From an optimization exercise on the open Yosys and OpenROAD flow, aimed at small area; shortcuts taken in it are not production practice.
In this exercise RTL edits were held to simulation tests only and were not proved equivalent to the original.
No activity file was given, so power comes from the tool's default toggle rates.

## flow/design.v (module list and top-level ports; edited modules follow where they fit)
// module maze_mem: 3327 lines
// module mm_cell: 89 lines
// module mm_enc: 53 lines
// module mm_aoi3: 6 lines
// module mm_nand4: 6 lines
// module mm_or4: 6 lines
// module mm_or3: 6 lines
// module mm_nor2: 6 lines
// module mm_nand2: 6 lines
// module mm_a22o: 6 lines
module maze_mem #(
  parameter int maze_width = MAZE_WIDTH
) (
  input  logic                    clk,
  input  logic                    rst_n,
  input  logic                    load_start,
  input  logic                    load_valid,
  input  logic [7:0]              load_data,
  output logic                    load_ready,
  output logic                    solver_rst_n,
  input  logic [maze_width-1:0]   row,
  input  logic [maze_width-1:0]   col,
  input  logic                    maze_oe,
  input  logic                    maze_we,
  output logic                    maze_in,
  input  logic                    done,
  output logic [2*maze_width:0]   path_count,
  output logic                    we_on_wall
);
  // ...
==> flow/run.sh <==
#!/bin/bash
# synth_recipe.tcl (not shown) runs the flow's synth.tcl, then flattens the netlist and writes it again
# the make line also repeats each setting of config.mk as NAME=value (left out here)
make -C /OpenROAD-flow-scripts/flow DESIGN_CONFIG=/design/flow/config.mk WORK_HOME=/design/flow/orfs CLKGATE_MAP_FILE= SYNTH_SCRIPT=/design/flow/synth_recipe.tcl finish
==> flow/config.mk <==
export PLATFORM = sky130hd
export DESIGN_NAME = maze_mem
export DESIGN_NICKNAME = maze_mem
export VERILOG_FILES = /design/flow/design.v
export SDC_FILE = /design/flow/constraint.sdc
export NUM_CORES = 4
export LEC_CHECK = 0
export CAP_MARGIN = 20
export CORE_MARGIN = 2
export CORE_UTILIZATION = 60
export CTS_BUF_LIST = sky130_fd_sc_hd__clkbuf_8
export CTS_CLUSTER_DIAMETER = 70
export CTS_CLUSTER_SIZE = 16
export SLEW_MARGIN = 20
export SYNTH_HIERARCHICAL = 1
==> flow/constraint.sdc <==
create_clock -name core_clock -period 8.0 [get_ports {clk}]
set_input_delay 1.6000 -clock core_clock [delete_from_list [all_inputs] [get_ports {clk}]]
set_output_delay 1.6000 -clock core_clock [all_outputs]
set_load 0.01 [all_outputs]
==> impl_metrics.yaml, run 1 <==
status:
  status: "no timing/DRC/antenna violations"
drt:
  wl_mm: 216.6
  wl_met3_mm: 26.97
  highest_layer: "met5"
  vias: 51660
  drt-vias-per-instance: 7.616
timing:
  whs_ns: 0.4932
  fmax_mhz: 130.8
  worst_slack_ns: 0.3546
  hold_violations: 0
clock_network:
  cts_buffer_depth: 3
  cts_setup_buffers: 0
  cts-root-buf: "clkbuf_8"
  clock-sinks: 1713
  cts_tree: "yes"
synth:
  yosys.area_share.adder_pct: 0.5947
  yosysSeqAreaShare_pct: 56.42
  yosysMostFrequentCell: "dfxtp_1"
setup_path:
  critPathTopFamily: "simple AND/OR/NAND/NOR gates"
  rr_endpoint: "m_43[0]"
  crit_slowest_cell: "clkdlybuf4s50_1"
  cp-endpoint: "path_count[6]"
placed_design:
  place_ws_ns: 0.9258
  port_buffers: 39
pwr:
  switching_share_pct: 40.11
  power_frac_clock_pct: 18.4
global_routing:
  grt_max_degree: 110
  antenna_found_initial: 16
  grt.overflow.total: 0
finish:
  utilization_pct: 66.04
  drive_gt1_share_pct: 6.427
  seq_cells: 1713
floorplan:
  die-height_um: 322.9
==> run 2, diff against run 1 <==
--- a/flow/design.v
+++ b/flow/design.v
@@ -372,7 +372,7 @@
   mm_aoi3 u_l1_0_39 (.a0(m_117[0]), .s0(rsel[117]), .a1(m_118[0]), .s1(rsel[118]), .a2(m_119[0]), .s2(rsel[119]), .y(l1[0][39]));
   mm_aoi3 u_l1_0_40 (.a0(m_120[0]), .s0(rsel[120]), .a1(m_121[0]), .s1(rsel[121]), .a2(m_122[0]), .s2(rsel[122]), .y(l1[0][40]));
   mm_aoi3 u_l1_0_41 (.a0(m_123[0]), .s0(rsel[123]), .a1(m_124[0]), .s1(rsel[124]), .a2(m_125[0]), .s2(rsel[125]), .y(l1[0][41]));
-  mm_aoi3 u_l1_0_42 (.a0(m_126[0]), .s0(rsel[126]), .a1(m_127[0]), .s1(rsel[127]), .a2(1'b0), .s2(1'b0), .y(l1[0][42]));
+  mm_aoi2 u_l1_0_42 (.a0(m_126[0]), .s0(rsel[126]), .a1(m_127[0]), .s1(rsel[127]), .y(l1[0][42]));
   mm_aoi3 u_l1_1_0 (.a0(m_0[1]), .s0(rsel[0]), .a1(m_1[1]), .s1(rsel[1]), .a2(m_2[1]), .s2(rsel[2]), .y(l1[1][0]));
   mm_aoi3 u_l1_1_1 (.a0(m_3[1]), .s0(rsel[3]), .a1(m_4[1]), .s1(rsel[4]), .a2(m_5[1]), .s2(rsel[5]), .y(l1[1][1]));
   mm_aoi3 u_l1_1_2 (.a0(m_6[1]), .s0(rsel[6]), .a1(m_7[1]), .s1(rsel[7]), .a2(m_8[1]), .s2(rsel[8]), .y(l1[1][2]));
@@ -415,7 +415,7 @@
   mm_aoi3 u_l1_1_39 (.a0(m_117[1]), .s0(rsel[117]), .a1(m_118[1]), .s1(rsel[118]), .a2(m_119[1]), .s2(rsel[119]), .y(l1[1][39]));
   mm_aoi3 u_l1_1_40 (.a0(m_120[1]), .s0(rsel[120]), .a1(m_121[1]), .s1(rsel[121]), .a2(m_122[1]), .s2(rsel[122]), .y(l1[1][40]));
   mm_aoi3 u_l1_1_41 (.a0(m_123[1]), .s0(rsel[123]), .a1(m_124[1]), .s1(rsel[124]), .a2(m_125[1]), .s2(rsel[125]), .y(l1[1][41]));
-  mm_aoi3 u_l1_1_42 (.a0(m_126[1]), .s0(rsel[126]), .a1(m_127[1]), .s1(rsel[127]), .a2(1'b0), .s2(1'b0), .y(l1[1][42]));
+  mm_aoi2 u_l1_1_42 (.a0(m_126[1]), .s0(rsel[126]), .a1(m_127[1]), .s1(rsel[127]), .y(l1[1][42]));
   mm_aoi3 u_l1_2_0 (.a0(m_0[2]), .s0(rsel[0]), .a1(m_1[2]), .s1(rsel[1]), .a2(m_2[2]), .s2(rsel[2]), .y(l1[2][0]));
   mm_aoi3 u_l1_2_1 (.a0(m_3[2]), .s0(rsel[3]), .a1(m_4[2]), .s1(rsel[4]), .a2(m_5[2]), .s2(rsel[5]), .y(l1[2][1]));
   mm_aoi3 u_l1_2_2 (.a0(m_6[2]), .s0(rsel[6]), .a1(m_7[2]), .s1(rsel[7]), .a2(m_8[2]), .s2(rsel[8]), .y(l1[2][2]));
@@ -458,7 +458,7 @@
   mm_aoi3 u_l1_2_39 (.a0(m_117[2]), .s0(rsel[117]), .a1(m_118[2]), .s1(rsel[118]), .a2(m_119[2]), .s2(rsel[119]), .y(l1[2][39]));
   mm_aoi3 u_l1_2_40 (.a0(m_120[2]), .s0(rsel[120]), .a1(m_121[2]), .s1(rsel[121]), .a2(m_122[2]), .s2(rsel[122]), .y(l1[2][40]));
   mm_aoi3 u_l1_2_41 (.a0(m_123[2]), .s0(rsel[123]), .a1(m_124[2]), .s1(rsel[124]), .a2(m_125[2]), .s2(rsel[125]), .y(l1[2][41]));
-  mm_aoi3 u_l1_2_42 (.a0(m_126[2]), .s0(rsel[126]), .a1(m_127[2]), .s1(rsel[127]), .a2(1'b0), .s2(1'b0), .y(l1[2][42]));
+  mm_aoi2 u_l1_2_42 (.a0(m_126[2]), .s0(rsel[126]), .a1(m_127[2]), .s1(rsel[127]), .y(l1[2][42]));
   mm_aoi3 u_l1_3_0 (.a0(m_0[3]), .s0(rsel[0]), .a1(m_1[3]), .s1(rsel[1]), .a2(m_2[3]), .s2(rsel[2]), .y(l1[3][0]));
   mm_aoi3 u_l1_3_1 (.a0(m_3[3]), .s0(rsel[3]), .a1(m_4[3]), .s1(rsel[4]), .a2(m_5[3]), .s2(rsel[5]), .y(l1[3][1]));
   mm_aoi3 u_l1_3_2 (.a0(m_6[3]), .s0(rsel[6]), .a1(m_7[3]), .s1(rsel[7]), .a2(m_8[3]), .s2(rsel[8]), .y(l1[3][2]));
@@ -501,7 +501,7 @@
   mm_aoi3 u_l1_3_39 (.a0(m_117[3]), .s0(rsel[117]), .a1(m_118[3]), .s1(rsel[118]), .a2(m_119[3]), .s2(rsel[119]), .y(l1[3][39]));
   mm_aoi3 u_l1_3_40 (.a0(m_120[3]), .s0(rsel[120]), .a1(m_121[3]), .s1(rsel[121]), .a2(m_122[3]), .s2(rsel[122]), .y(l1[3][40]));
   mm_aoi3 u_l1_3_41 (.a0(m_123[3]), .s0(rsel[123]), .a1(m_124[3]), .s1(rsel[124]), .a2(m_125[3]), .s2(rsel[125]), .y(l1[3][41]));
-  mm_aoi3 u_l1_3_42 (.a0(m_126[3]), .s0(rsel[126]), .a1(m_127[3]), .s1(rsel[127]), .a2(1'b0), .s2(1'b0), .y(l1[3][42]));
+  mm_aoi2 u_l1_3_42 (.a0(m_126[3]), .s0(rsel[126]), .a1(m_127[3]), .s1(rsel[127]), .y(l1[3][42]));
   mm_aoi3 u_l1_4_0 (.a0(m_0[4]), .s0(rsel[0]), .a1(m_1[4]), .s1(rsel[1]), .a2(m_2[4]), .s2(rsel[2]), .y(l1[4][0]));
   mm_aoi3 u_l1_4_1 (.a0(m_3[4]), .s0(rsel[3]), .a1(m_4[4]), .s1(rsel[4]), .a2(m_5[4]), .s2(rsel[5]), .y(l1[4][1]));
   mm_aoi3 u_l1_4_2 (.a0(m_6[4]), .s0(rsel[6]), .a1(m_7[4]), .s1(rsel[7]), .a2(m_8[4]), .s2(rsel[8]), .y(l1[4][2]));
@@ -544,7 +544,7 @@
   mm_aoi3 u_l1_4_39 (.a0(m_117[4]), .s0(rsel[117]), .a1(m_118[4]), .s1(rsel[118]), .a2(m_119[4]), .s2(rsel[119]), .y(l1[4][39]));
   mm_aoi3 u_l1_4_40 (.a0(m_120[4]), .s0(rsel[120]), .a1(m_121[4]), .s1(rsel[121]), .a2(m_122[4]), .s2(rsel[122]), .y(l1[4][40]));
   mm_aoi3 u_l1_4_41 (.a0(m_123[4]), .s0(rsel[123]), .a1(m_124[4]), .s1(rsel[124]), .a2(m_125[4]), .s2(rsel[125]), .y(l1[4][41]));
-  mm_aoi3 u_l1_4_42 (.a0(m_126[4]), .s0(rsel[126]), .a1(m_127[4]), .s1(rsel[127]), .a2(1'b0), .s2(1'b0), .y(l1[4][42]));
+  mm_aoi2 u_l1_4_42 (.a0(m_126[4]), .s0(rsel[126]), .a1(m_127[4]), .s1(rsel[127]), .y(l1[4][42]));
   mm_aoi3 u_l1_5_0 (.a0(m_0[5]), .s0(rsel[0]), .a1(m_1[5]), .s1(rsel[1]), .a2(m_2[5]), .s2(rsel[2]), .y(l1[5][0]));
   mm_aoi3 u_l1_5_1 (.a0(m_3[5]), .s0(rsel[3]), .a1(m_4[5]), .s1(rsel[4]), .a2(m_5[5]), .s2(rsel[5]), .y(l1[5][1]));
   mm_aoi3 u_l1_5_2 (.a0(m_6[5]), .s0(rsel[6]), .a1(m_7[5]), .s1(rsel[7]), .a2(m_8[5]), .s2(rsel[8]), .y(l1[5][2]));
@@ -587,7 +587,7 @@
   mm_aoi3 u_l1_5_39 (.a0(m_117[5]), .s0(rsel[117]), .a1(m_118[5]), .s1(rsel[118]), .a2(m_119[5]), .s2(rsel[119]), .y(l1[5][39]));
   mm_aoi3 u_l1_5_40 (.a0(m_120[5]), .s0(rsel[120]), .a1(m_121[5]), .s1(rsel[121]), .a2(m_122[5]), .s2(rsel[122]), .y(l1[5][40]));
   mm_aoi3 u_l1_5_41 (.a0(m_123[5]), .s0(rsel[123]), .a1(m_124[5]), .s1(rsel[124]), .a2(m_125[5]), .s2(rsel[125]), .y(l1[5][41]));
-  mm_aoi3 u_l1_5_42 (.a0(m_126[5]), .s0(rsel[126]), .a1(m_127[5]), .s1(rsel[127]), .a2(1'b0), .s2(1'b0), .y(l1[5][42]));
+  mm_aoi2 u_l1_5_42 (.a0(m_126[5]), .s0(rsel[126]), .a1(m_127[5]), .s1(rsel[127]), .y(l1[5][42]));
   mm_aoi3 u_l1_6_0 (.a0(m_0[6]), .s0(rsel[0]), .a1(m_1[6]), .s1(rsel[1]), .a2(m_2[6]), .s2(rsel[2]), .y(l1[6][0]));
   mm_aoi3 u_l1_6_1 (.a0(m_3[6]), .s0(rsel[3]), .a1(m_4[6]), .s1(rsel[4]), .a2(m_5[6]), .s2(rsel[5]), .y(l1[6][1]));
   mm_aoi3 u_l1_6_2 (.a0(m_6[6]), .s0(rsel[6]), .a1(m_7[6]), .s1(rsel[7]), .a2(m_8[6]), .s2(rsel[8]), .y(l1[6][2]));
@@ -630,7 +630,7 @@
   mm_aoi3 u_l1_6_39 (.a0(m_117[6]), .s0(rsel[117]), .a1(m_118[6]), .s1(rsel[118]), .a2(m_119[6]), .s2(rsel[119]), .y(l1[6][39]));
   mm_aoi3 u_l1_6_40 (.a0(m_120[6]), .s0(rsel[120]), .a1(m_121[6]), .s1(rsel[121]), .a2(m_122[6]), .s2(rsel[122]), .y(l1[6][40]));
   mm_aoi3 u_l1_6_41 (.a0(m_123[6]), .s0(rsel[123]), .a1(m_124[6]), .s1(rsel[124]), .a2(m_125[6]), .s2(rsel[125]), .y(l1[6][41]));
-  mm_aoi3 u_l1_6_42 (.a0(m_126[6]), .s0(rsel[126]), .a1(m_127[6]), .s1(rsel[127]), .a2(1'b0), .s2(1'b0), .y(l1[6][42]));
+  mm_aoi2 u_l1_6_42 (.a0(m_126[6]), .s0(rsel[126]), .a1(m_127[6]), .s1(rsel[127]), .y(l1[6][42]));
   mm_aoi3 u_l1_7_0 (.a0(m_0[7]), .s0(rsel[0]), .a1(m_1[7]), .s1(rsel[1]), .a2(m_2[7]), .s2(rsel[2]), .y(l1[7][0]));
   mm_aoi3 u_l1_7_1 (.a0(m_3[7]), .s0(rsel[3]), .a1(m_4[7]), .s1(rsel[4]), .a2(m_5[7]), .s2(rsel[5]), .y(l1[7][1]));
   mm_aoi3 u_l1_7_2 (.a0(m_6[7]), .s0(rsel[6]), .a1(m_7[7]), .s1(rsel[7]), .a2(m_8[7]), .s2(rsel[8]), .y(l1[7][2]));
@@ -673,7 +673,7 @@
   mm_aoi3 u_l1_7_39 (.a0(m_117[7]), .s0(rsel[117]), .a1(m_118[7]), .s1(rsel[118]), .a2(m_119[7]), .s2(rsel[119]), .y(l1[7][39]));
   mm_aoi3 u_l1_7_40 (.a0(m_120[7]), .s0(rsel[120]), .a1(m_121[7]), .s1(rsel[121]), .a2(m_122[7]), .s2(rsel[122]), .y(l1[7][40]));
   mm_aoi3 u_l1_7_41 (.a0(m_123[7]), .s0(rsel[123]), .a1(m_124[7]), .s1(rsel[124]), .a2(m_125[7]), .s2(rsel[125]), .y(l1[7][41]));
-  mm_aoi3 u_l1_7_42 (.a0(m_126[7]), .s0(rsel[126]), .a1(m_127[7]), .s1(rsel[127]), .a2(1'b0), .s2(1'b0), .y(l1[7][42]));
+  mm_aoi2 u_l1_7_42 (.a0(m_126[7]), .s0(rsel[126]), .a1(m_127[7]), .s1(rsel[127]), .y(l1[7][42]));
   mm_aoi3 u_l1_8_0 (.a0(m_0[8]), .s0(rsel[0]), .a1(m_1[8]), .s1(rsel[1]), .a2(m_2[8]), .s2(rsel[2]), .y(l1[8][0]));
   mm_aoi3 u_l1_8_1 (.a0(m_3[8]), .s0(rsel[3]), .a1(m_4[8]), .s1(rsel[4]), .a2(m_5[8]), .s2(rsel[5]), .y(l1[8][1]));
   mm_aoi3 u_l1_8_2 (.a0(m_6[8]), .s0(rsel[6]), .a1(m_7[8]), .s1(rsel[7]), .a2(m_8[8]), .s2(rsel[8]), .y(l1[8][2]));
@@ -716,7 +716,7 @@
   mm_aoi3 u_l1_8_39 (.a0(m_117[8]), .s0(rsel[117]), .a1(m_118[8]), .s1(rsel[118]), .a2(m_119[8]), .s2(rsel[119]), .y(l1[8][39]));
   mm_aoi3 u_l1_8_40 (.a0(m_120[8]), .s0(rsel[120]), .a1(m_121[8]), .s1(rsel[121]), .a2(m_122[8]), .s2(rsel[122]), .y(l1[8][40]));
   mm_aoi3 u_l1_8_41 (.a0(m_123[8]), .s0(rsel[123]), .a1(m_124[8]), .s1(rsel[124]), .a2(m_125[8]), .s2(rsel[125]), .y(l1[8][41]));
-  mm_aoi3 u_l1_8_42 (.a0(m_126[8]), .s0(rsel[126]), .a1(m_127[8]), .s1(rsel[127]), .a2(1'b0), .s2(1'b0), .y(l1[8][42]));
+  mm_aoi2 u_l1_8_42 (.a0(m_126[8]), .s0(rsel[126]), .a1(m_127[8]), .s1(rsel[127]), .y(l1[8][42]));
   mm_aoi3 u_l1_9_0 (.a0(m_0[9]), .s0(rsel[0]), .a1(m_1[9]), .s1(rsel[1]), .a2(m_2[9]), .s2(rsel[2]), .y(l1[9][0]));
   mm_aoi3 u_l1_9_1 (.a0(m_3[9]), .s0(rsel[3]), .a1(m_4[9]), .s1(rsel[4]), .a2(m_5[9]), .s2(rsel[5]), .y(l1[9][1]));
   mm_aoi3 u_l1_9_2 (.a0(m_6[9]), .s0(rsel[6]), .a1(m_7[9]), .s1(rsel[7]), .a2(m_8[9]), .s2(rsel[8]), .y(l1[9][2]));
@@ -759,7 +759,7 @@
   mm_aoi3 u_l1_9_39 (.a0(m_117[9]), .s0(rsel[117]), .a1(m_118[9]), .s1(rsel[118]), .a2(m_119[9]), .s2(rsel[119]), .y(l1[9][39]));
   mm_aoi3 u_l1_9_40 (.a0(m_120[9]), .s0(rsel[120]), .a1(m_121[9]), .s1(rsel[121]), .a2(m_122[9]), .s2(rsel[122]), .y(l1[9][40]));
   mm_aoi3 u_l1_9_41 (.a0(m_123[9]), .s0(rsel[123]), .a1(m_124[9]), .s1(rsel[124]), .a2(m_125[9]), .s2(rsel[125]), .y(l1[9][41]));
-  mm_aoi3 u_l1_9_42 (.a0(m_126[9]), .s0(rsel[126]), .a1(m_127[9]), .s1(rsel[127]), .a2(1'b0), .s2(1'b0), .y(l1[9][42]));
+  mm_aoi2 u_l1_9_42 (.a0(m_126[9]), .s0(rsel[126]), .a1(m_127[9]), .s1(rsel[127]), .y(l1[9][42]));
   mm_aoi3 u_l1_10_0 (.a0(m_0[10]), .s0(rsel[0]), .a1(m_1[10]), .s1(rsel[1]), .a2(m_2[10]), .s2(rsel[2]), .y(l1[10][0]));
   mm_aoi3 u_l1_10_1 (.a0(m_3[10]), .s0(rsel[3]), .a1(m_4[10]), .s1(rsel[4]), .a2(m_5[10]), .s2(rsel[5]), .y(l1[10][1]));
   mm_aoi3 u_l1_10_2 (.a0(m_6[10]), .s0(rsel[6]), .a1(m_7[10]), .s1(rsel[7]), .a2(m_8[10]), .s2(rsel[8]), .y(l1[10][2]));
@@ -802,7 +802,7 @@
   mm_aoi3 u_l1_10_39 (.a0(m_117[10]), .s0(rsel[117]), .a1(m_118[10]), .s1(rsel[118]), .a2(m_119[10]), .s2(rsel[119]), .y(l1[10][39]));
   mm_aoi3 u_l1_10_40 (.a0(m_120[10]), .s0(rsel[120]), .a1(m_121[10]), .s1(rsel[121]), .a2(m_122[10]), .s2(rsel[122]), .y(l1[10][40]));
   mm_aoi3 u_l1_10_41 (.a0(m_123[10]), .s0(rsel[123]), .a1(m_124[10]), .s1(rsel[124]), .a2(m_125[10]), .s2(rsel[125]), .y(l1[10][41]));
-  mm_aoi3 u_l1_10_42 (.a0(m_126[10]), .s0(rsel[126]), .a1(m_127[10]), .s1(rsel[127]), .a2(1'b0), .s2(1'b0), .y(l1[10][42]));
+  mm_aoi2 u_l1_10_42 (.a0(m_126[10]), .s0(rsel[126]), .a1(m_127[10]), .s1(rsel[127]), .y(l1[10][42]));
   mm_aoi3 u_l1_11_0 (.a0(m_0[11]), .s0(rsel[0]), .a1(m_1[11]), .s1(rsel[1]), .a2(m_2[11]), .s2(rsel[2]), .y(l1[11][0]));
   mm_aoi3 u_l1_11_1 (.a0(m_3[11]), .s0(rsel[3]), .a1(m_4[11]), .s1(rsel[4]), .a2(m_5[11]), .s2(rsel[5]), .y(l1[11][1]));
   mm_aoi3 u_l1_11_2 (.a0(m_6[11]), .s0(rsel[6]), .a1(m_7[11]), .s1(rsel[7]), .a2(m_8[11]), .s2(rsel[8]), .y(l1[11][2]));
@@ -845,7 +845,7 @@
   mm_aoi3 u_l1_11_39 (.a0(m_117[11]), .s0(rsel[117]), .a1(m_118[11]), .s1(rsel[118]), .a2(m_119[11]), .s2(rsel[119]), .y(l1[11][39]));
   mm_aoi3 u_l1_11_40 (.a0(m_120[11]), .s0(rsel[120]), .a1(m_121[11]), .s1(rsel[121]), .a2(m_122[11]), .s2(rsel[122]), .y(l1[11][40]));
   mm_aoi3 u_l1_11_41 (.a0(m_123[11]), .s0(rsel[123]), .a1(m_124[11]), .s1(rsel[124]), .a2(m_125[11]), .s2(rsel[125]), .y(l1[11][41]));
-  mm_aoi3 u_l1_11_42 (.a0(m_126[11]), .s0(rsel[126]), .a1(m_127[11]), .s1(rsel[127]), .a2(1'b0), .s2(1'b0), .y(l1[11][42]));
+  mm_aoi2 u_l1_11_42 (.a0(m_126[11]), .s0(rsel[126]), .a1(m_127[11]), .s1(rsel[127]), .y(l1[11][42]));
   mm_aoi3 u_l1_12_0 (.a0(m_0[12]), .s0(rsel[0]), .a1(m_1[12]), .s1(rsel[1]), .a2(m_2[12]), .s2(rsel[2]), .y(l1[12][0]));
   mm_aoi3 u_l1_12_1 (.a0(m_3[12]), .s0(rsel[3]), .a1(m_4[12]), .s1(rsel[4]), .a2(m_5[12]), .s2(rsel[5]), .y(l1[12][1]));
   mm_aoi3 u_l1_12_2 (.a0(m_6[12]), .s0(rsel[6]), .a1(m_7[12]), .s1(rsel[7]), .a2(m_8[12]), .s2(rsel[8]), .y(l1[12][2]));
@@ -888,7 +888,7 @@
   mm_aoi3 u_l1_12_39 (.a0(m_117[12]), .s0(rsel[117]), .a1(m_118[12]), .s1(rsel[118]), .a2(m_119[12]), .s2(rsel[119]), .y(l1[12][39]));
   mm_aoi3 u_l1_12_40 (.a0(m_120[12]), .s0(rsel[120]), .a1(m_121[12]), .s1(rsel[121]), .a2(m_122[12]), .s2(rsel[122]), .y(l1[12][40]));
   mm_aoi3 u_l1_12_41 (.a0(m_123[12]), .s0(rsel[123]), .a1(m_124[12]), .s1(rsel[124]), .a2(m_125[12]), .s2(rsel[125]), .y(l1[12][41]));
-  mm_aoi3 u_l1_12_42 (.a0(m_126[12]), .s0(rsel[126]), .a1(m_127[12]), .s1(rsel[127]), .a2(1'b0), .s2(1'b0), .y(l1[12][42]));
+  mm_aoi2 u_l1_12_42 (.a0(m_126[12]), .s0(rsel[126]), .a1(m_127[12]), .s1(rsel[127]), .y(l1[12][42]));
   logic [10:0] l2 [0:12];
   mm_nand4 u_l2_0_0 (.a(l1[0][0]), .b(l1[0][1]), .c(l1[0][2]), .d(l1[0][3]), .y(l2[0][0]));
   mm_nand4 u_l2_0_1 (.a(l1[0][4]), .b(l1[0][5]), .c(l1[0][6]), .d(l1[0][7]), .y(l2[0][1]));
@@ -900,7 +900,7 @@
   mm_nand4 u_l2_0_7 (.a(l1[0][28]), .b(l1[0][29]), .c(l1[0][30]), .d(l1[0][31]), .y(l2[0][7]));
   mm_nand4 u_l2_0_8 (.a(l1[0][32]), .b(l1[0][33]), .c(l1[0][34]), .d(l1[0][35]), .y(l2[0][8]));
   mm_nand4 u_l2_0_9 (.a(l1[0][36]), .b(l1[0][37]), .c(l1[0][38]), .d(l1[0][39]), .y(l2[0][9]));
-  mm_nand4 u_l2_0_10 (.a(l1[0][40]), .b(l1[0][41]), .c(l1[0][42]), .d(1'b1), .y(l2[0][10]));
+  mm_nand3 u_l2_0_10 (.a(l1[0][40]), .b(l1[0][41]), .c(l1[0][42]), .y(l2[0][10]));
   mm_nand4 u_l2_1_0 (.a(l1[1][0]), .b(l1[1][1]), .c(l1[1][2]), .d(l1[1][3]), .y(l2[1][0]));
   mm_nand4 u_l2_1_1 (.a(l1[1][4]), .b(l1[1][5]), .c(l1[1][6]), .d(l1[1][7]), .y(l2[1][1]));
   mm_nand4 u_l2_1_2 (.a(l1[1][8]), .b(l1[1][9]), .c(l1[1][10]), .d(l1[1][11]), .y(l2[1][2]));
@@ -911,7 +911,7 @@
   mm_nand4 u_l2_1_7 (.a(l1[1][28]), .b(l1[1][29]), .c(l1[1][30]), .d(l1[1][31]), .y(l2[1][7]));
   mm_nand4 u_l2_1_8 (.a(l1[1][32]), .b(l1[1][33]), .c(l1[1][34]), .d(l1[1][35]), .y(l2[1][8]));
   mm_nand4 u_l2_1_9 (.a(l1[1][36]), .b(l1[1][37]), .c(l1[1][38]), .d(l1[1][39]), .y(l2[1][9]));
-  mm_nand4 u_l2_1_10 (.a(l1[1][40]), .b(l1[1][41]), .c(l1[1][42]), .d(1'b1), .y(l2[1][10]));
+  mm_nand3 u_l2_1_10 (.a(l1[1][40]), .b(l1[1][41]), .c(l1[1][42]), .y(l2[1][10]));
   mm_nand4 u_l2_2_0 (.a(l1[2][0]), .b(l1[2][1]), .c(l1[2][2]), .d(l1[2][3]), .y(l2[2][0]));
   mm_nand4 u_l2_2_1 (.a(l1[2][4]), .b(l1[2][5]), .c(l1[2][6]), .d(l1[2][7]), .y(l2[2][1]));
   mm_nand4 u_l2_2_2 (.a(l1[2][8]), .b(l1[2][9]), .c(l1[2][10]), .d(l1[2][11]), .y(l2[2][2]));
@@ -922,7 +922,7 @@
   mm_nand4 u_l2_2_7 (.a(l1[2][28]), .b(l1[2][29]), .c(l1[2][30]), .d(l1[2][31]), .y(l2[2][7]));
   mm_nand4 u_l2_2_8 (.a(l1[2][32]), .b(l1[2][33]), .c(l1[2][34]), .d(l1[2][35]), .y(l2[2][8]));
   mm_nand4 u_l2_2_9 (.a(l1[2][36]), .b(l1[2][37]), .c(l1[2][38]), .d(l1[2][39]), .y(l2[2][9]));
-  mm_nand4 u_l2_2_10 (.a(l1[2][40]), .b(l1[2][41]), .c(l1[2][42]), .d(1'b1), .y(l2[2][10]));
+  mm_nand3 u_l2_2_10 (.a(l1[2][40]), .b(l1[2][41]), .c(l1[2][42]), .y(l2[2][10]));
   mm_nand4 u_l2_3_0 (.a(l1[3][0]), .b(l1[3][1]), .c(l1[3][2]), .d(l1[3][3]), .y(l2[3][0]));
   mm_nand4 u_l2_3_1 (.a(l1[3][4]), .b(l1[3][5]), .c(l1[3][6]), .d(l1[3][7]), .y(l2[3][1]));
   mm_nand4 u_l2_3_2 (.a(l1[3][8]), .b(l1[3][9]), .c(l1[3][10]), .d(l1[3][11]), .y(l2[3][2]));
@@ -933,7 +933,7 @@
   mm_nand4 u_l2_3_7 (.a(l1[3][28]), .b(l1[3][29]), .c(l1[3][30]), .d(l1[3][31]), .y(l2[3][7]));
   mm_nand4 u_l2_3_8 (.a(l1[3][32]), .b(l1[3][33]), .c(l1[3][34]), .d(l1[3][35]), .y(l2[3][8]));
   mm_nand4 u_l2_3_9 (.a(l1[3][36]), .b(l1[3][37]), .c(l1[3][38]), .d(l1[3][39]), .y(l2[3][9]));
-  mm_nand4 u_l2_3_10 (.a(l1[3][40]), .b(l1[3][41]), .c(l1[3][42]), .d(1'b1), .y(l2[3][10]));
+  mm_nand3 u_l2_3_10 (.a(l1[3][40]), .b(l1[3][41]), .c(l1[3][42]), .y(l2[3][10]));
   mm_nand4 u_l2_4_0 (.a(l1[4][0]), .b(l1[4][1]), .c(l1[4][2]), .d(l1[4][3]), .y(l2[4][0]));
   mm_nand4 u_l2_4_1 (.a(l1[4][4]), .b(l1[4][5]), .c(l1[4][6]), .d(l1[4][7]), .y(l2[4][1]));
   mm_nand4 u_l2_4_2 (.a(l1[4][8]), .b(l1[4][9]), .c(l1[4][10]), .d(l1[4][11]), .y(l2[4][2]));
@@ -944,7 +944,7 @@
   mm_nand4 u_l2_4_7 (.a(l1[4][28]), .b(l1[4][29]), .c(l1[4][30]), .d(l1[4][31]), .y(l2[4][7]));
   mm_nand4 u_l2_4_8 (.a(l1[4][32]), .b(l1[4][33]), .c(l1[4][34]), .d(l1[4][35]), .y(l2[4][8]));
   mm_nand4 u_l2_4_9 (.a(l1[4][36]), .b(l1[4][37]), .c(l1[4][38]), .d(l1[4][39]), .y(l2[4][9]));
-  mm_nand4 u_l2_4_10 (.a(l1[4][40]), .b(l1[4][41]), .c(l1[4][42]), .d(1'b1), .y(l2[4][10]));
+  mm_nand3 u_l2_4_10 (.a(l1[4][40]), .b(l1[4][41]), .c(l1[4][42]), .y(l2[4][10]));
   mm_nand4 u_l2_5_0 (.a(l1[5][0]), .b(l1[5][1]), .c(l1[5][2]), .d(l1[5][3]), .y(l2[5][0]));
   mm_nand4 u_l2_5_1 (.a(l1[5][4]), .b(l1[5][5]), .c(l1[5][6]), .d(l1[5][7]), .y(l2[5][1]));
   mm_nand4 u_l2_5_2 (.a(l1[5][8]), .b(l1[5][9]), .c(l1[5][10]), .d(l1[5][11]), .y(l2[5][2]));
@@ -955,7 +955,7 @@
   mm_nand4 u_l2_5_7 (.a(l1[5][28]), .b(l1[5][29]), .c(l1[5][30]), .d(l1[5][31]), .y(l2[5][7]));
   mm_nand4 u_l2_5_8 (.a(l1[5][32]), .b(l1[5][33]), .c(l1[5][34]), .d(l1[5][35]), .y(l2[5][8]));
   mm_nand4 u_l2_5_9 (.a(l1[5][36]), .b(l1[5][37]), .c(l1[5][38]), .d(l1[5][39]), .y(l2[5][9]));
-  mm_nand4 u_l2_5_10 (.a(l1[5][40]), .b(l1[5][41]), .c(l1[5][42]), .d(1'b1), .y(l2[5][10]));
+  mm_nand3 u_l2_5_10 (.a(l1[5][40]), .b(l1[5][41]), .c(l1[5][42]), .y(l2[5][10]));
   mm_nand4 u_l2_6_0 (.a(l1[6][0]), .b(l1[6][1]), .c(l1[6][2]), .d(l1[6][3]), .y(l2[6][0]));
   mm_nand4 u_l2_6_1 (.a(l1[6][4]), .b(l1[6][5]), .c(l1[6][6]), .d(l1[6][7]), .y(l2[6][1]));
   mm_nand4 u_l2_6_2 (.a(l1[6][8]), .b(l1[6][9]), .c(l1[6][10]), .d(l1[6][11]), .y(l2[6][2]));
@@ -966,7 +966,7 @@
   mm_nand4 u_l2_6_7 (.a(l1[6][28]), .b(l1[6][29]), .c(l1[6][30]), .d(l1[6][31]), .y(l2[6][7]));
   mm_nand4 u_l2_6_8 (.a(l1[6][32]), .b(l1[6][33]), .c(l1[6][34]), .d(l1[6][35]), .y(l2[6][8]));
   mm_nand4 u_l2_6_9 (.a(l1[6][36]), .b(l1[6][37]), .c(l1[6][38]), .d(l1[6][39]), .y(l2[6][9]));
-  mm_nand4 u_l2_6_10 (.a(l1[6][40]), .b(l1[6][41]), .c(l1[6][42]), .d(1'b1), .y(l2[6][10]));
+  mm_nand3 u_l2_6_10 (.a(l1[6][40]), .b(l1[6][41]), .c(l1[6][42]), .y(l2[6][10]));
   mm_nand4 u_l2_7_0 (.a(l1[7][0]), .b(l1[7][1]), .c(l1[7][2]), .d(l1[7][3]), .y(l2[7][0]));
   mm_nand4 u_l2_7_1 (.a(l1[7][4]), .b(l1[7][5]), .c(l1[7][6]), .d(l1[7][7]), .y(l2[7][1]));
   mm_nand4 u_l2_7_2 (.a(l1[7][8]), .b(l1[7][9]), .c(l1[7][10]), .d(l1[7][11]), .y(l2[7][2]));
@@ -977,7 +977,7 @@
   mm_nand4 u_l2_7_7 (.a(l1[7][28]), .b(l1[7][29]), .c(l1[7][30]), .d(l1[7][31]), .y(l2[7][7]));
   mm_nand4 u_l2_7_8 (.a(l1[7][32]), .b(l1[7][33]), .c(l1[7][34]), .d(l1[7][35]), .y(l2[7][8]));
   mm_nand4 u_l2_7_9 (.a(l1[7][36]), .b(l1[7][37]), .c(l1[7][38]), .d(l1[7][39]), .y(l2[7][9]));
-  mm_nand4 u_l2_7_10 (.a(l1[7][40]), .b(l1[7][41]), .c(l1[7][42]), .d(1'b1), .y(l2[7][10]));
+  mm_nand3 u_l2_7_10 (.a(l1[7][40]), .b(l1[7][41]), .c(l1[7][42]), .y(l2[7][10]));
   mm_nand4 u_l2_8_0 (.a(l1[8][0]), .b(l1[8][1]), .c(l1[8][2]), .d(l1[8][3]), .y(l2[8][0]));
   mm_nand4 u_l2_8_1 (.a(l1[8][4]), .b(l1[8][5]), .c(l1[8][6]), .d(l1[8][7]), .y(l2[8][1]));
   mm_nand4 u_l2_8_2 (.a(l1[8][8]), .b(l1[8][9]), .c(l1[8][10]), .d(l1[8][11]), .y(l2[8][2]));
@@ -988,7 +988,7 @@
   mm_nand4 u_l2_8_7 (.a(l1[8][28]), .b(l1[8][29]), .c(l1[8][30]), .d(l1[8][31]), .y(l2[8][7]));
   mm_nand4 u_l2_8_8 (.a(l1[8][32]), .b(l1[8][33]), .c(l1[8][34]), .d(l1[8][35]), .y(l2[8][8]));
   mm_nand4 u_l2_8_9 (.a(l1[8][36]), .b(l1[8][37]), .c(l1[8][38]), .d(l1[8][39]), .y(l2[8][9]));
-  mm_nand4 u_l2_8_10 (.a(l1[8][40]), .b(l1[8][41]), .c(l1[8][42]), .d(1'b1), .y(l2[8][10]));
+  mm_nand3 u_l2_8_10 (.a(l1[8][40]), .b(l1[8][41]), .c(l1[8][42]), .y(l2[8][10]));
   mm_nand4 u_l2_9_0 (.a(l1[9][0]), .b(l1[9][1]), .c(l1[9][2]), .d(l1[9][3]), .y(l2[9][0]));
   mm_nand4 u_l2_9_1 (.a(l1[9][4]), .b(l1[9][5]), .c(l1[9][6]), .d(l1[9][7]), .y(l2[9][1]));
   mm_nand4 u_l2_9_2 (.a(l1[9][8]), .b(l1[9][9]), .c(l1[9][10]), .d(l1[9][11]), .y(l2[9][2]));
@@ -999,7 +999,7 @@
   mm_nand4 u_l2_9_7 (.a(l1[9][28]), .b(l1[9][29]), .c(l1[9][30]), .d(l1[9][31]), .y(l2[9][7]));
   mm_nand4 u_l2_9_8 (.a(l1[9][32]), .b(l1[9][33]), .c(l1[9][34]), .d(l1[9][35]), .y(l2[9][8]));
   mm_nand4 u_l2_9_9 (.a(l1[9][36]), .b(l1[9][37]), .c(l1[9][38]), .d(l1[9][39]), .y(l2[9][9]));
-  mm_nand4 u_l2_9_10 (.a(l1[9][40]), .b(l1[9][41]), .c(l1[9][42]), .d(1'b1), .y(l2[9][10]));
+  mm_nand3 u_l2_9_10 (.a(l1[9][40]), .b(l1[9][41]), .c(l1[9][42]), .y(l2[9][10]));
   mm_nand4 u_l2_10_0 (.a(l1[10][0]), .b(l1[10][1]), .c(l1[10][2]), .d(l1[10][3]), .y(l2[10][0]));
   mm_nand4 u_l2_10_1 (.a(l1[10][4]), .b(l1[10][5]), .c(l1[10][6]), .d(l1[10][7]), .y(l2[10][1]));
   mm_nand4 u_l2_10_2 (.a(l1[10][8]), .b(l1[10][9]), .c(l1[10][10]), .d(l1[10][11]), .y(l2[10][2]));
@@ -1010,7 +1010,7 @@
   mm_nand4 u_l2_10_7 (.a(l1[10][28]), .b(l1[10][29]), .c(l1[10][30]), .d(l1[10][31]), .y(l2[10][7]));
   mm_nand4 u_l2_10_8 (.a(l1[10][32]), .b(l1[10][33]), .c(l1[10][34]), .d(l1[10][35]), .y(l2[10][8]));
   mm_nand4 u_l2_10_9 (.a(l1[10][36]), .b(l1[10][37]), .c(l1[10][38]), .d(l1[10][39]), .y(l2[10][9]));
-  mm_nand4 u_l2_10_10 (.a(l1[10][40]), .b(l1[10][41]), .c(l1[10][42]), .d(1'b1), .y(l2[10][10]));
+  mm_nand3 u_l2_10_10 (.a(l1[10][40]), .b(l1[10][41]), .c(l1[10][42]), .y(l2[10][10]));
   mm_nand4 u_l2_11_0 (.a(l1[11][0]), .b(l1[11][1]), .c(l1[11][2]), .d(l1[11][3]), .y(l2[11][0]));
   mm_nand4 u_l2_11_1 (.a(l1[11][4]), .b(l1[11][5]), .c(l1[11][6]), .d(l1[11][7]), .y(l2[11][1]));
   mm_nand4 u_l2_11_2 (.a(l1[11][8]), .b(l1[11][9]), .c(l1[11][10]), .d(l1[11][11]), .y(l2[11][2]));
@@ -1021,7 +1021,7 @@
   mm_nand4 u_l2_11_7 (.a(l1[11][28]), .b(l1[11][29]), .c(l1[11][30]), .d(l1[11][31]), .y(l2[11][7]));
   mm_nand4 u_l2_11_8 (.a(l1[11][32]), .b(l1[11][33]), .c(l1[11][34]), .d(l1[11][35]), .y(l2[11][8]));
   mm_nand4 u_l2_11_9 (.a(l1[11][36]), .b(l1[11][37]), .c(l1[11][38]), .d(l1[11][39]), .y(l2[11][9]));
-  mm_nand4 u_l2_11_10 (.a(l1[11][40]), .b(l1[11][41]), .c(l1[11][42]), .d(1'b1), .y(l2[11][10]));
+  mm_nand3 u_l2_11_10 (.a(l1[11][40]), .b(l1[11][41]), .c(l1[11][42]), .y(l2[11][10]));
   mm_nand4 u_l2_12_0 (.a(l1[12][0]), .b(l1[12][1]), .c(l1[12][2]), .d(l1[12][3]), .y(l2[12][0]));
   mm_nand4 u_l2_12_1 (.a(l1[12][4]), .b(l1[12][5]), .c(l1[12][6]), .d(l1[12][7]), .y(l2[12][1]));
   mm_nand4 u_l2_12_2 (.a(l1[12][8]), .b(l1[12][9]), .c(l1[12][10]), .d(l1[12][11]), .y(l2[12][2]));
@@ -1032,47 +1032,47 @@
   mm_nand4 u_l2_12_7 (.a(l1[12][28]), .b(l1[12][29]), .c(l1[12][30]), .d(l1[12][31]), .y(l2[12][7]));
   mm_nand4 u_l2_12_8 (.a(l1[12][32]), .b(l1[12][33]), .c(l1[12][34]), .d(l1[12][35]), .y(l2[12][8]));
   mm_nand4 u_l2_12_9 (.a(l1[12][36]), .b(l1[12][37]), .c(l1[12][38]), .d(l1[12][39]), .y(l2[12][9]));
-  mm_nand4 u_l2_12_10 (.a(l1[12][40]), .b(l1[12][41]), .c(l1[12][42]), .d(1'b1), .y(l2[12][10]));
+  mm_nand3 u_l2_12_10 (.a(l1[12][40]), .b(l1[12][41]), .c(l1[12][42]), .y(l2[12][10]));
   logic [2:0] l3 [0:12];
   mm_or4 u_l3_0_0 (.a(l2[0][0]), .b(l2[0][1]), .c(l2[0][2]), .d(l2[0][3]), .y(l3[0][0]));
   mm_or4 u_l3_0_1 (.a(l2[0][4]), .b(l2[0][5]), .c(l2[0][6]), .d(l2[0][7]), .y(l3[0][1]));
-  mm_or4 u_l3_0_2 (.a(l2[0][8]), .b(l2[0][9]), .c(l2[0][10]), .d(1'b0), .y(l3[0][2]));
+  mm_or3 u_l3_0_2 (.a(l2[0][8]), .b(l2[0][9]), .c(l2[0][10]), .y(l3[0][2]));
   mm_or4 u_l3_1_0 (.a(l2[1][0]), .b(l2[1][1]), .c(l2[1][2]), .d(l2[1][3]), .y(l3[1][0]));
   mm_or4 u_l3_1_1 (.a(l2[1][4]), .b(l2[1][5]), .c(l2[1][6]), .d(l2[1][7]), .y(l3[1][1]));
-  mm_or4 u_l3_1_2 (.a(l2[1][8]), .b(l2[1][9]), .c(l2[1][10]), .d(1'b0), .y(l3[1][2]));
+  mm_or3 u_l3_1_2 (.a(l2[1][8]), .b(l2[1][9]), .c(l2[1][10]), .y(l3[1][2]));
   mm_or4 u_l3_2_0 (.a(l2[2][0]), .b(l2[2][1]), .c(l2[2][2]), .d(l2[2][3]), .y(l3[2][0]));
   mm_or4 u_l3_2_1 (.a(l2[2][4]), .b(l2[2][5]), .c(l2[2][6]), .d(l2[2][7]), .y(l3[2][1]));
-  mm_or4 u_l3_2_2 (.a(l2[2][8]), .b(l2[2][9]), .c(l2[2][10]), .d(1'b0), .y(l3[2][2]));
+  mm_or3 u_l3_2_2 (.a(l2[2][8]), .b(l2[2][9]), .c(l2[2][10]), .y(l3[2][2]));
   mm_or4 u_l3_3_0 (.a(l2[3][0]), .b(l2[3][1]), .c(l2[3][2]), .d(l2[3][3]), .y(l3[3][0]));
   mm_or4 u_l3_3_1 (.a(l2[3][4]), .b(l2[3][5]), .c(l2[3][6]), .d(l2[3][7]), .y(l3[3][1]));
-  mm_or4 u_l3_3_2 (.a(l2[3][8]), .b(l2[3][9]), .c(l2[3][10]), .d(1'b0), .y(l3[3][2]));
+  mm_or3 u_l3_3_2 (.a(l2[3][8]), .b(l2[3][9]), .c(l2[3][10]), .y(l3[3][2]));
   mm_or4 u_l3_4_0 (.a(l2[4][0]), .b(l2[4][1]), .c(l2[4][2]), .d(l2[4][3]), .y(l3[4][0]));
   mm_or4 u_l3_4_1 (.a(l2[4][4]), .b(l2[4][5]), .c(l2[4][6]), .d(l2[4][7]), .y(l3[4][1]));
-  mm_or4 u_l3_4_2 (.a(l2[4][8]), .b(l2[4][9]), .c(l2[4][10]), .d(1'b0), .y(l3[4][2]));
+  mm_or3 u_l3_4_2 (.a(l2[4][8]), .b(l2[4][9]), .c(l2[4][10]), .y(l3[4][2]));
   mm_or4 u_l3_5_0 (.a(l2[5][0]), .b(l2[5][1]), .c(l2[5][2]), .d(l2[5][3]), .y(l3[5][0]));
   mm_or4 u_l3_5_1 (.a(l2[5][4]), .b(l2[5][5]), .c(l2[5][6]), .d(l2[5][7]), .y(l3[5][1]));
-  mm_or4 u_l3_5_2 (.a(l2[5][8]), .b(l2[5][9]), .c(l2[5][10]), .d(1'b0), .y(l3[5][2]));
+  mm_or3 u_l3_5_2 (.a(l2[5][8]), .b(l2[5][9]), .c(l2[5][10]), .y(l3[5][2]));
   mm_or4 u_l3_6_0 (.a(l2[6][0]), .b(l2[6][1]), .c(l2[6][2]), .d(l2[6][3]), .y(l3[6][0]));
   mm_or4 u_l3_6_1 (.a(l2[6][4]), .b(l2[6][5]), .c(l2[6][6]), .d(l2[6][7]), .y(l3[6][1]));
-  mm_or4 u_l3_6_2 (.a(l2[6][8]), .b(l2[6][9]), .c(l2[6][10]), .d(1'b0), .y(l3[6][2]));
+  mm_or3 u_l3_6_2 (.a(l2[6][8]), .b(l2[6][9]), .c(l2[6][10]), .y(l3[6][2]));
   mm_or4 u_l3_7_0 (.a(l2[7][0]), .b(l2[7][1]), .c(l2[7][2]), .d(l2[7][3]), .y(l3[7][0]));
   mm_or4 u_l3_7_1 (.a(l2[7][4]), .b(l2[7][5]), .c(l2[7][6]), .d(l2[7][7]), .y(l3[7][1]));
-  mm_or4 u_l3_7_2 (.a(l2[7][8]), .b(l2[7][9]), .c(l2[7][10]), .d(1'b0), .y(l3[7][2]));
+  mm_or3 u_l3_7_2 (.a(l2[7][8]), .b(l2[7][9]), .c(l2[7][10]), .y(l3[7][2]));
   mm_or4 u_l3_8_0 (.a(l2[8][0]), .b(l2[8][1]), .c(l2[8][2]), .d(l2[8][3]), .y(l3[8][0]));
   mm_or4 u_l3_8_1 (.a(l2[8][4]), .b(l2[8][5]), .c(l2[8][6]), .d(l2[8][7]), .y(l3[8][1]));
-  mm_or4 u_l3_8_2 (.a(l2[8][8]), .b(l2[8][9]), .c(l2[8][10]), .d(1'b0), .y(l3[8][2]));
+  mm_or3 u_l3_8_2 (.a(l2[8][8]), .b(l2[8][9]), .c(l2[8][10]), .y(l3[8][2]));
   mm_or4 u_l3_9_0 (.a(l2[9][0]), .b(l2[9][1]), .c(l2[9][2]), .d(l2[9][3]), .y(l3[9][0]));
   mm_or4 u_l3_9_1 (.a(l2[9][4]), .b(l2[9][5]), .c(l2[9][6]), .d(l2[9][7]), .y(l3[9][1]));
-  mm_or4 u_l3_9_2 (.a(l2[9][8]), .b(l2[9][9]), .c(l2[9][10]), .d(1'b0), .y(l3[9][2]));
+  mm_or3 u_l3_9_2 (.a(l2[9][8]), .b(l2[9][9]), .c(l2[9][10]), .y(l3[9][2]));
   mm_or4 u_l3_10_0 (.a(l2[10][0]), .b(l2[10][1]), .c(l2[10][2]), .d(l2[10][3]), .y(l3[10][0]));
   mm_or4 u_l3_10_1 (.a(l2[10][4]), .b(l2[10][5]), .c(l2[10][6]), .d(l2[10][7]), .y(l3[10][1]));
-  mm_or4 u_l3_10_2 (.a(l2[10][8]), .b(l2[10][9]), .c(l2[10][10]), .d(1'b0), .y(l3[10][2]));
+  mm_or3 u_l3_10_2 (.a(l2[10][8]), .b(l2[10][9]), .c(l2[10][10]), .y(l3[10][2]));
   mm_or4 u_l3_11_0 (.a(l2[11][0]), .b(l2[11][1]), .c(l2[11][2]), .d(l2[11][3]), .y(l3[11][0]));
   mm_or4 u_l3_11_1 (.a(l2[11][4]), .b(l2[11][5]), .c(l2[11][6]), .d(l2[11][7]), .y(l3[11][1]));
-  mm_or4 u_l3_11_2 (.a(l2[11][8]), .b(l2[11][9]), .c(l2[11][10]), .d(1'b0), .y(l3[11][2]));
+  mm_or3 u_l3_11_2 (.a(l2[11][8]), .b(l2[11][9]), .c(l2[11][10]), .y(l3[11][2]));
   mm_or4 u_l3_12_0 (.a(l2[12][0]), .b(l2[12][1]), .c(l2[12][2]), .d(l2[12][3]), .y(l3[12][0]));
   mm_or4 u_l3_12_1 (.a(l2[12][4]), .b(l2[12][5]), .c(l2[12][6]), .d(l2[12][7]), .y(l3[12][1]));
-  mm_or4 u_l3_12_2 (.a(l2[12][8]), .b(l2[12][9]), .c(l2[12][10]), .d(1'b0), .y(l3[12][2]));
+  mm_or3 u_l3_12_2 (.a(l2[12][8]), .b(l2[12][9]), .c(l2[12][10]), .y(l3[12][2]));
   mm_or3 u_l4_0 (.a(l3[0][0]), .b(l3[0][1]), .c(l3[0][2]), .y(rd[0]));
   mm_or3 u_l4_1 (.a(l3[1][0]), .b(l3[1][1]), .c(l3[1][2]), .y(rd[1]));
   mm_or3 u_l4_2 (.a(l3[2][0]), .b(l3[2][1]), .c(l3[2][2]), .y(rd[2]));
@@ -3485,6 +3485,18 @@
 );
   assign y = ~((a0 & s0) | (a1 & s1) | (a2 & s2));
 endmodule
+module mm_aoi2 (
+  input  logic a0, s0, a1, s1,
+  output logic y
+);
+  assign y = ~((a0 & s0) | (a1 & s1));
+endmodule
+module mm_nand3 (
+  input  logic a, b, c,
+  output logic y
+);
+  assign y = ~(a & b & c);
+endmodule
 module mm_nand4 (
   input  logic a, b, c, d,
   output logic y
--- a/flow/config.mk
+++ b/flow/config.mk
@@ -7,7 +7,7 @@
 export LEC_CHECK = 0
 export CAP_MARGIN = 20
 export CORE_MARGIN = 2
-export CORE_UTILIZATION = 60
+export CORE_UTILIZATION = 70
 export CTS_BUF_LIST = sky130_fd_sc_hd__clkbuf_8
 export CTS_CLUSTER_DIAMETER = 70
 export CTS_CLUSTER_SIZE = 16
==> run 2 against run 1 <==
Sequential power is 7% lower. Via count is 0.88% higher. Worst hold slack hardly changed. Clock power shrank 2%. Clock skew shrank 0.014 ns. Final cell count shrank 4.9%. Critical endpoint unchanged.
==> impl_metrics.yaml, run 2 <==
drt:
  drt-vias-per-instance: 8.080
  routedWlPerCell_um: 32.25
  first_pass_iters: 14
  ant_nets: 0
  drc_errors: 0
  wl_mm: 207.9
  drtIter0Drc: 10970
  vias: 52110
setup_path:
  crit_fanout: 13
  cp-start-kind: "flip-flop"
  crit_type: "flip-flop to output port"
  crit_chain: "or3b_1 -> a211o_1 -> nand2_1 -> a21oi_1 -> o21ai_0 -> a21oi_1 -> o21ai_0 -> ha_1 -> nor2b_1 -> nand4_1 -> nor3_4 -> nor2_1 -> ha_1 -> nand3_1 -> o31ai_4 -> or4b_1 -> nand3_1 -> o22ai_2 -> or3b_4 -> nor2_1 -> and3_1 -> mux2_2 -> clkdlybuf4s50_1"
  arrival_ns: 5.97
  cp.required_ns: 6.40
  cpPeakStageDelay_ns: 0.48
  critPathTopFamily: "simple AND/OR/NAND/NOR gates"
  critical_path.endpoint_type: "output port"
  crit_slowest_cell: "clkdlybuf4s50_1"
  path_buf_inv: 1
placed_design:
  hpwlAfterDp_mm: 125.6
  gp_congestion: 0.9355
  dp_cells: 6300
  port_buffers: 39
clock_network:
  clk_pin_slew_ns: 0.10
  clkLatencyLatePin_ns: 0.86
  cts-root-buf: "clkbuf_8"
  clock-sinks: 1713
  cts_tree: "yes"
  cts_buffer_depth: 3
  htreeDepth: 3
  holdBufCountCts: 0
  cts_buffers: 117
  cts_setup_buffers: 0
  post_cts_resized: 0
floorplan:
  core_area_um2: 86620
  die-height_um: 299.5
  num_io_pins: 40
  dieArea_um2: 89700
  start_util_pct: 70.57
  die_w_um: 299.5
  rows: 108
synth:
  synth-seq-cells: 1713
  syn_inst: 5093
  yosysSeqAreaShare_pct: 56.31
  synth_warnings: 12
  synthTopCellsByCount: "dfxtp_1 (1687), a22o_1 (1665), a222oi_1 (546)"
  synth_area_um2: 61130
  async_reset_ff_share_pct: 1.518
  avgSynthCellArea_um2: 12.00
  yosysTopAreaCell: "dfxtp_1"
  yosys-top-cells-area: "dfxtp_1 (55%), a22o_1 (24%), a222oi_1 (8.9%), nor2_1 (1.9%), nand4_1 (1.4%)"
  yosysMostFrequentCell: "dfxtp_1"
  yosys.cell_types.count: 87
  ys.flop_type: "dfxtp_1"
  synth_edf_count: 0
  synth.top_cell.area_share_pct: 55.25
global_routing:
  grt_max_degree: 130
  grt_pass1_wl_mm: 306.6
  antenna_found_initial: 18
  grt.overflow.total: 0
  grtUsageTotal_pct: 44.22
  first_global_vias: 47710
timing:
  min_period_ns: 7.570
  worstMarginPinSlew_ns: 1.269
  max-slew-margin-rel_pct: 15.21
  setup_viol: 0
  hold_violations: 0
  drv_slew: 0
  setup_tns_ns: 0
  finClkSkew_ns: 0.05711
  post-route-period-util_pct: 94.63
  rsz0062_at_grt: "no"
  fmax_mhz: 132.1
  whs_ns: 0.4936
pwr:
  p_leak_nw: 24.06
  ir_worst_vdd_mv: 0.4081
  power.density_nw_per_um2: 299.1
job:
  drv_cap: 0
finish:
  nets: 5322
  fin_cells: 6449
  final_common_cell: "dfxtp_1"
  drive_gt1_share_pct: 5.206
  mostFrequentLayoutCells: "dfxtp_1 (1685), a22o_1 (1665), a222oi_1 (546), nor2_1 (296), nand2_1 (189)"
  synthToLayoutAreaGrowth_pct: 6.812
status:
  status: "no timing/DRC/antenna violations"
min_path:
  hp-class: "flip-flop to flip-flop"
-- run 2: cell types whose count changed in the layout (fill, tap and decap cells not counted), sizes merged, moves of 13 or more --
cell | before | now
a222oi | 559 | 546
a22oi | 0 | 15
buf | 139 | 58
conb | 54 | 2
or4 | 41 | 27
-- run 2: stage by stage --
step	setup WS, ns	area [um2]	util (%)	power [mW]
finish	0.4298	65290	75.38	19.53
global route	0.04059	65280	75.36	20.05
CTS	0.0002180	65160	75.23	19.23
detailed placement	0.9299	63410	73.21	15.40
global placement	0.9345	63410	73.21	15.28
floorplan	2.011	61130	-	13.07
-- run 2: Yosys stat by module (local to each module, per instance) --
module    cells  area, um2
mm_or3        1      6.256
mm_a22o       1      8.758
mm_nand3      1      5.005
mm_aoi3       1      10.01
mm_nand2      1      3.754
mm_cell     223       1538
mm_enc       66      496.7
mm_nor2       1      3.754
mm_nand4      1      6.256
maze_mem   2002      36210
mm_or4        1      7.507
mm_aoi2       1      12.51
-- run 2: cell families (layout without fill, tap and decap cells) --
kind of cell             Yosys count  in the layout  synth area share [%]
AO/OA/AOI/OAI                   2348           2348                 34.46
XOR/XNOR                          21             21                0.3255
adder cells (fa/ha/maj)           29             29                0.5936
buffers and inverters             83            271                0.6161
flip-flops                      1713           1713                 56.31
multiplexers                      52             52                0.9620
other                              1             14              0.006135
AND/OR/NAND/NOR                  846            846                 6.728
-- run 2: report_power, final --
group | internal, mW | switching, mW
registers | 9.48 | 0.608
logic | 1.44 | 3.98
clock network | 1.37 | 2.66
total | 12.3 | 7.24
-- run 2: final cells by class --
class / instances / area, um2
Clock buffer: 122 / 1679
Sequential cell: 1713 / 34430
Tap cell: 1155 / 1445
Clock inverter: 11 / 70.07
Fill cell: 5981 / 21330
Antenna cell: 12 / 30.03
Multi-Input combinational cell: 3298 / 26620
Timing Repair Buffer: 97 / 870.8
Inverter: 41 / 153.9
-- run 2: final timing paths --
check | slack (ns) | to | cells after the start | start
setup / recovery | 0.43 | path_count[6] | 23 | r_v[4]
hold / removal | 0.49 | m_44[12] | 1 | m_44[12]
setup reg to reg | 1.24 | m_110[5] | 23 | r_v[4]
hold reg to reg | 0.49 | m_44[12] | 1 | m_44[12]
max in group asynchronous | 6.63 | maze_in_q | 2 | rst_n
min in group asynchronous | 1.12 | byte_cnt[1] | 2 | rst_n
-- run 2: routing by layer --
metal | share of wire [%] | vias to the layer above | global-route usage (%) | wire, um
met5 | 0.026 | - | 0 | 54
met4 | 5.8 | 8 | 22.39 | 12130
met3 | 15 | 672 | 12.70 | 30470
met2 | 42 | 4184 | 62.86 | 87300
met1 | 38 | 25260 | 61.54 | 78000
li1 | - | 21980 | - | -
-- run 2: worst reg2reg max path: cells and delay by family (launching register included) --
kind                     cells  cell delay [ns]
AND/OR/NAND/NOR             12             4.40
AO/OA/AOI/OAI                9             1.41
adder cells (fa/ha/maj)      2             0.47
flip-flops                   1             0.44

what the ideal ports hide:
No port has a modelled driver above. Below, the same layouts with a new extraction and two added sets of constraints. Step 1 assumes that a clkbuf_16 drives the clock port and a buf_2 every other input. Step 2, shift: input delay + t, output delay - t, t = (earliest + latest rising clock arrival at the registers) / 2. This alone moves slack from input paths to output paths. Three values: ideal ports, drivers, drivers and shift; two values: the first two.
run	t (ns)	setup WS [ns]	latest minus earliest clock arrival (ns)
run 1	0.895	0.355 / 0.287 / 0.971	0.072 / 0.071
run 2	0.911	0.430 / 0.353 / 1.214	0.057 / 0.057
After both steps every run listed still meets setup and hold.
